This design comes from an exercise in tuning for small area, a short achievable clock period and few clock cycles per item on the open sky130 flow, not from production work. Only simulation tests tie the RTL to the original design; equivalence was not proved. No activity file was given, so power comes from the tool's default toggle rates.

==> flow/design.v <==
module vpu_int_pipe #(
  parameter int LANES = 8,
  parameter int LW    = 16,
  parameter int RW    = 32
) (
  input  logic                clk,
  input  logic                rst,
  input  logic                flush,
  input  logic                in_valid,
  output logic                in_ready,
  input  logic [3:0]          op,
  input  logic [LANES*LW-1:0] vs1,
  input  logic [LANES*LW-1:0] vs2,
  input  logic [LANES-1:0]    mask,
  output logic                out_valid,
  input  logic                out_ready,
  output logic [LANES*LW-1:0] vd,
  output logic [RW-1:0]       rd
);
  localparam int SW   = $clog2(LW);
  localparam int SUMW = LW + $clog2(LANES);   
  localparam int NP   = LANES / 2;            
  localparam logic [3:0] OP_ADD  = 4'd0;
  localparam logic [3:0] OP_SUB  = 4'd1;
  localparam logic [3:0] OP_AND  = 4'd2;
  localparam logic [3:0] OP_OR   = 4'd3;
  localparam logic [3:0] OP_XOR  = 4'd4;
  localparam logic [3:0] OP_MAX  = 4'd5;
  localparam logic [3:0] OP_MIN  = 4'd6;
  localparam logic [3:0] OP_SLL  = 4'd7;
  localparam logic [3:0] OP_SRL  = 4'd8;
  localparam logic [3:0] OP_SRA  = 4'd9;
  localparam logic [3:0] OP_CGE  = 4'd10;
  localparam logic [3:0] OP_CLT  = 4'd11;
  localparam logic [3:0] OP_CEQ  = 4'd12;
  localparam logic [3:0] OP_CNE  = 4'd13;
  localparam logic [3:0] OP_RSUM = 4'd14;
  localparam logic [3:0] OP_RMAX = 4'd15;
  function automatic logic [1:0] sge_eq(input logic [LW-1:0] x, input logic [LW-1:0] y);
    logic [LW-1:0] gt, eq;
    gt = x & ~y;
    eq = ~(x ^ y);
    gt[LW-1] = ~x[LW-1] & y[LW-1];
    for (int k = 1; k < LW; k = k * 2)
      for (int i = 0; i < LW; i = i + 2 * k) begin
        gt[i] = gt[i + k] | (eq[i + k] & gt[i]);
        eq[i] = eq[i + k] & eq[i];
      end
    sge_eq = {gt[0] | eq[0], eq[0]};
  endfunction
  function automatic logic sge(input logic [LW-1:0] x, input logic [LW-1:0] y);
    logic [LW-1:0] gt, eq;
    gt = x & ~y;
    eq = ~(x ^ y);
    gt[LW-1] = ~x[LW-1] & y[LW-1];
    for (int k = 1; k < LW; k = k * 2)
      for (int i = 0; i < LW; i = i + 2 * k) begin
        gt[i] = gt[i + k] | (eq[i + k] & gt[i]);
        eq[i] = eq[i + k] & eq[i];
      end
    sge = gt[0] | eq[0];
  endfunction
  logic                s1_full, s2_free, s1_adv, accept;
  logic [3:0]          s1_op;
  logic                s1_sub;
  logic [LANES*LW-1:0] s1_a, s1_x, x_in;
  logic [LANES-1:0]    s1_mask;
  logic [LANES-1:0]    s1_ge, s1_eq, ge_in, eq_in;   
  logic [LANES*LW-1:0] res_vd;
  logic [SUMW-1:0]     res_rd;      
  logic                res_rd_hi;   
  logic [SUMW-1:0]     s2_rd;
  logic                s2_rd_hi;
  assign s2_free  = !out_valid || out_ready;
  assign s1_adv   = s1_full && s2_free;
  assign in_ready = !s1_full || s2_free;
  assign accept   = in_valid && in_ready && !flush;
  always_ff @(posedge clk or negedge rst) begin
    if (!rst) begin
      s1_full   <= 1'b0;
      out_valid <= 1'b0;
    end else begin
      s1_full   <= !flush && (accept || (s1_full && !s1_adv));
      out_valid <= !flush && (s2_free ? s1_full : out_valid);
    end
  end
  always_ff @(posedge clk) begin
    if (in_ready) begin
      s1_op   <= op;
      s1_sub  <= (op == OP_SUB);
      s1_a    <= vs1;
      s1_x    <= x_in;
      s1_mask <= mask;
      s1_ge   <= ge_in;
      s1_eq   <= eq_in;
    end
  end
  always_ff @(posedge clk) begin
    if (s2_free) begin
      vd       <= res_vd;
      s2_rd    <= res_rd;
      s2_rd_hi <= res_rd_hi;
    end
  end
  assign rd = {{(RW-SUMW){s2_rd_hi}}, s2_rd};
  logic [LANES*LW-1:0] x_lane;
  logic [LANES*LW-1:0] x_red;
  for (genvar gi = 0; gi < LANES; gi++) begin : g_in
    logic [LW-1:0] a, b, x, y, shr, xl;
    logic [SW-1:0] sh;
    assign a  = vs1[LW*gi +: LW];
    assign b  = vs2[LW*gi +: LW];
    assign sh = b[SW-1:0];
    assign {ge_in[gi], eq_in[gi]} = sge_eq(a, b);
    always_comb begin
      for (int i = 0; i < LW; i++) x[i] = (op == OP_SLL) ? a[LW-1-i] : a[i];
      y = $signed({(op == OP_SRA) & a[LW-1], x}) >>> sh;
      for (int i = 0; i < LW; i++) shr[i] = (op == OP_SLL) ? y[LW-1-i] : y[i];
    end
    always_comb begin
      case (op)
        OP_ADD:                xl = b;
        OP_SUB:                xl = ~b;
        OP_AND:                xl = a & b;
        OP_OR:                 xl = a | b;
        OP_XOR:                xl = a ^ b;
        OP_SLL, OP_SRL, OP_SRA: xl = shr;
        default:               xl = b;   
      endcase
    end
    assign x_lane[LW*gi +: LW] = xl;
  end
  logic [SUMW-1:0] t [3*LANES];
  always_comb begin
    int n, base;
    for (int i = 0; i < LANES; i++)
      t[i] = SUMW'({!(mask[i] & vs1[LW*i+LW-1]), vs1[LW*i +: LW-1] & {(LW-1){mask[i]}}});
    for (int i = LANES; i < 3 * LANES; i++) t[i] = '0;
    n = LANES;
    base = 0;
    for (int j = 0; j < LANES - 3; j++) begin
      logic [SUMW-1:0] s3, c3;
      s3 = t[base] ^ t[base + 1] ^ t[base + 2];
      c3 = ((t[base] & t[base + 1]) | (t[base] & t[base + 2]) | (t[base + 1] & t[base + 2])) << 1;
      t[base + n]     = s3;
      t[base + n + 1] = c3;
      base = base + 3;
      n = n - 1;
    end
  end
  logic [NP*LW-1:0] cand_in;
  always_comb begin
    for (int k = 0; k < NP; k++) begin
      logic pick;
      pick = mask[2*k+1] &
             (!mask[2*k] || !sge(vs1[LW*(2*k) +: LW], vs1[LW*(2*k+1) +: LW]));
      cand_in[LW*k +: LW] = pick ? vs1[LW*(2*k+1) +: LW] : vs1[LW*(2*k) +: LW];
    end
  end
  always_comb begin
    x_red = '0;
    if (op == OP_RSUM)
      for (int i = 0; i < 3; i++) x_red[SUMW*i +: SUMW] = t[3*(LANES-3) + i];
    else
      x_red[NP*LW-1:0] = cand_in;
  end
  assign x_in = (op >= OP_RSUM) ? x_red : x_lane;
  logic s1_lane, s1_arith;
  assign s1_lane  = (s1_op <= OP_SRA);
  assign s1_arith = (s1_op <= OP_SUB);
  for (genvar gi = 0; gi < LANES; gi++) begin : g_lane
    logic [LW-1:0] a, x, sum, mm;
    logic [LW:0]   sum1;
    assign a    = s1_a[LW*gi +: LW];
    assign x    = s1_x[LW*gi +: LW];
    assign sum1 = {a, 1'b1} + {x, s1_sub};
    assign sum  = sum1[LW:1];
    assign mm  = ((s1_op == OP_MAX) ^ s1_ge[gi]) ? x : a;
    assign res_vd[LW*gi +: LW] = !(s1_mask[gi] && s1_lane) ? a :
                                 s1_arith ? sum :
                                 (s1_op == OP_MAX || s1_op == OP_MIN) ? mm : x;
  end
  logic [SUMW-1:0] r0, r1, r2, rsum;
  assign r0   = s1_x[0 +: SUMW];
  assign r1   = s1_x[SUMW +: SUMW];
  assign r2   = s1_x[2*SUMW +: SUMW];
  assign rsum = (r0 ^ r1 ^ r2) + (((r0 & r1) | (r0 & r2) | (r1 & r2)) << 1);
  logic [LW-1:0] cand [NP];
  logic [NP-1:0] cv, win;
  logic [LW-1:0] rmax;
  always_comb begin
    logic cge [NP][NP];
    for (int k = 0; k < NP; k++) begin
      cand[k] = s1_x[LW*k +: LW];
      cv[k]   = s1_mask[2*k] | s1_mask[2*k+1];
    end
    for (int i = 0; i < NP; i++)
      for (int j = i + 1; j < NP; j++)
        cge[i][j] = sge(cand[i], cand[j]);
    for (int i = 0; i < NP; i++) begin
      win[i] = cv[i];
      for (int j = 0; j < i; j++)      win[i] = win[i] & (!cv[j] | !cge[j][i]);
      for (int j = i + 1; j < NP; j++) win[i] = win[i] & (!cv[j] | cge[i][j]);
    end
    rmax = '0;
    for (int i = 0; i < NP; i++) rmax = rmax | (cand[i] & {LW{win[i]}});
  end
  always_comb begin
    res_rd    = '0;
    res_rd_hi = 1'b0;
    if (s1_op == OP_RSUM) begin
      res_rd    = {~rsum[SUMW-1], rsum[SUMW-2:0]};
      res_rd_hi = ~rsum[SUMW-1];
    end else if (s1_op == OP_RMAX) begin
      res_rd    = SUMW'($signed(rmax));
      res_rd_hi = rmax[LW-1];
    end else if (s1_op == OP_CGE) begin
      res_rd[LANES-1:0] = s1_ge & s1_mask;
    end else if (s1_op == OP_CLT) begin
      res_rd[LANES-1:0] = ~s1_ge & s1_mask;
    end else if (s1_op == OP_CEQ) begin
      res_rd[LANES-1:0] = s1_eq & s1_mask;
    end else if (s1_op == OP_CNE) begin
      res_rd[LANES-1:0] = ~s1_eq & s1_mask;
    end
  end
endmodule
export LEC_CHECK = 0
export CAP_MARGIN = 20
export CORE_AREA = 2.3 2.72 330.7 329.2
export CTS_BUF_LIST = sky130_fd_sc_hd__clkbuf_8
export DIE_AREA = 0 0 333.0 333.0
export SETUP_SLACK_MARGIN = 2.5
export SLEW_MARGIN = 20
export TNS_END_PERCENT = 20
create_clock -name core_clock -period 6.0 [get_ports {clk}]
run.sh (not shown) runs the stock make flow with config.mk's settings and CLKGATE_MAP_FILE= SYNTH_SCRIPT=/design/flow/synth_recipe.tcl, a recipe that flattens the netlist after the stock synthesis.
Testbench counts at the start, summed over its fixed seeds: cycles 16,016, items 16,000.
Next try:
- CORE_AREA: 2.3 2.72 330.7 329.2 -> 2.3 2.72 357.88 356.32
- DIE_AREA: 0 0 333.0 333.0 -> 0 0 360.11 360.11
- TNS_END_PERCENT: 20 -> 5
Combinational power drops by 5.0%.
Core utilization drops by 9.1 points.
Sequential power climbs by about 2%.
Maximum frequency drops by about 2.7%.
Wire length is about the same.
Next try:
- CORE_AREA: 2.3 2.72 357.88 356.32 -> unset
- CORE_MARGIN: unset -> 2
- CORE_UTILIZATION: unset -> 40
- CTS_BUF_LIST: sky130_fd_sc_hd__clkbuf_8 -> unset
- DIE_AREA: 0 0 360.11 360.11 -> unset
Fmax increases by 4.4%. Wire length decreases by 0.81%. Non-clock buffer count increases by 7. Sequential power is about the same. Sequential share of layout area decreases by 0.20 points. Design area increases by 0.96%. Die area decreases by 1.6%. Area after synthesis does not change. Setup slack improved by 0.17 ns. Hold slack got worse by 0.0051 ns.

[what the ideal ports hide]
No port has a modelled driver above. Below, the same layouts with a new extraction and two added sets of constraints. Step 1, drivers: a clkbuf_16 drives clk and a buf_2 each remaining input, both assumed. Step 2 adds t to the input delays and takes it off the output delays; t is the mean of the earliest and latest rising clock arrival at the registers after step 1. Input paths then give back, and output paths get back, about the clock's delay inside the block. Three values: ideal, step 1, step 2; two values: the first two.
| run | t, ns | setup slack, ns | hold WS [ns] | slew at the worst register clock pin (ns) | cell pins on the clock port's net |
|---|---|---|---|---|---|
| the first run | 0.824 | 2.180 / 2.225 / 1.401 | 0.570 / 0.570 / 0.570 | 0.08 / 0.08 | 1 |
| the second run | 0.873 | 2.075 / 2.118 / 1.245 | 0.569 / 0.525 / 0.569 | 0.08 / 0.08 | 1 |
| the third run | 0.770 | 2.241 / 2.294 / 1.524 | 0.564 / 0.564 / 0.564 | 0.07 / 0.07 | 1 |
After both steps every run listed still meets setup and hold. For the second run, which loses most, drivers alone change the setup slack by +0.043 ns; drivers and shift together by -0.830 ns.
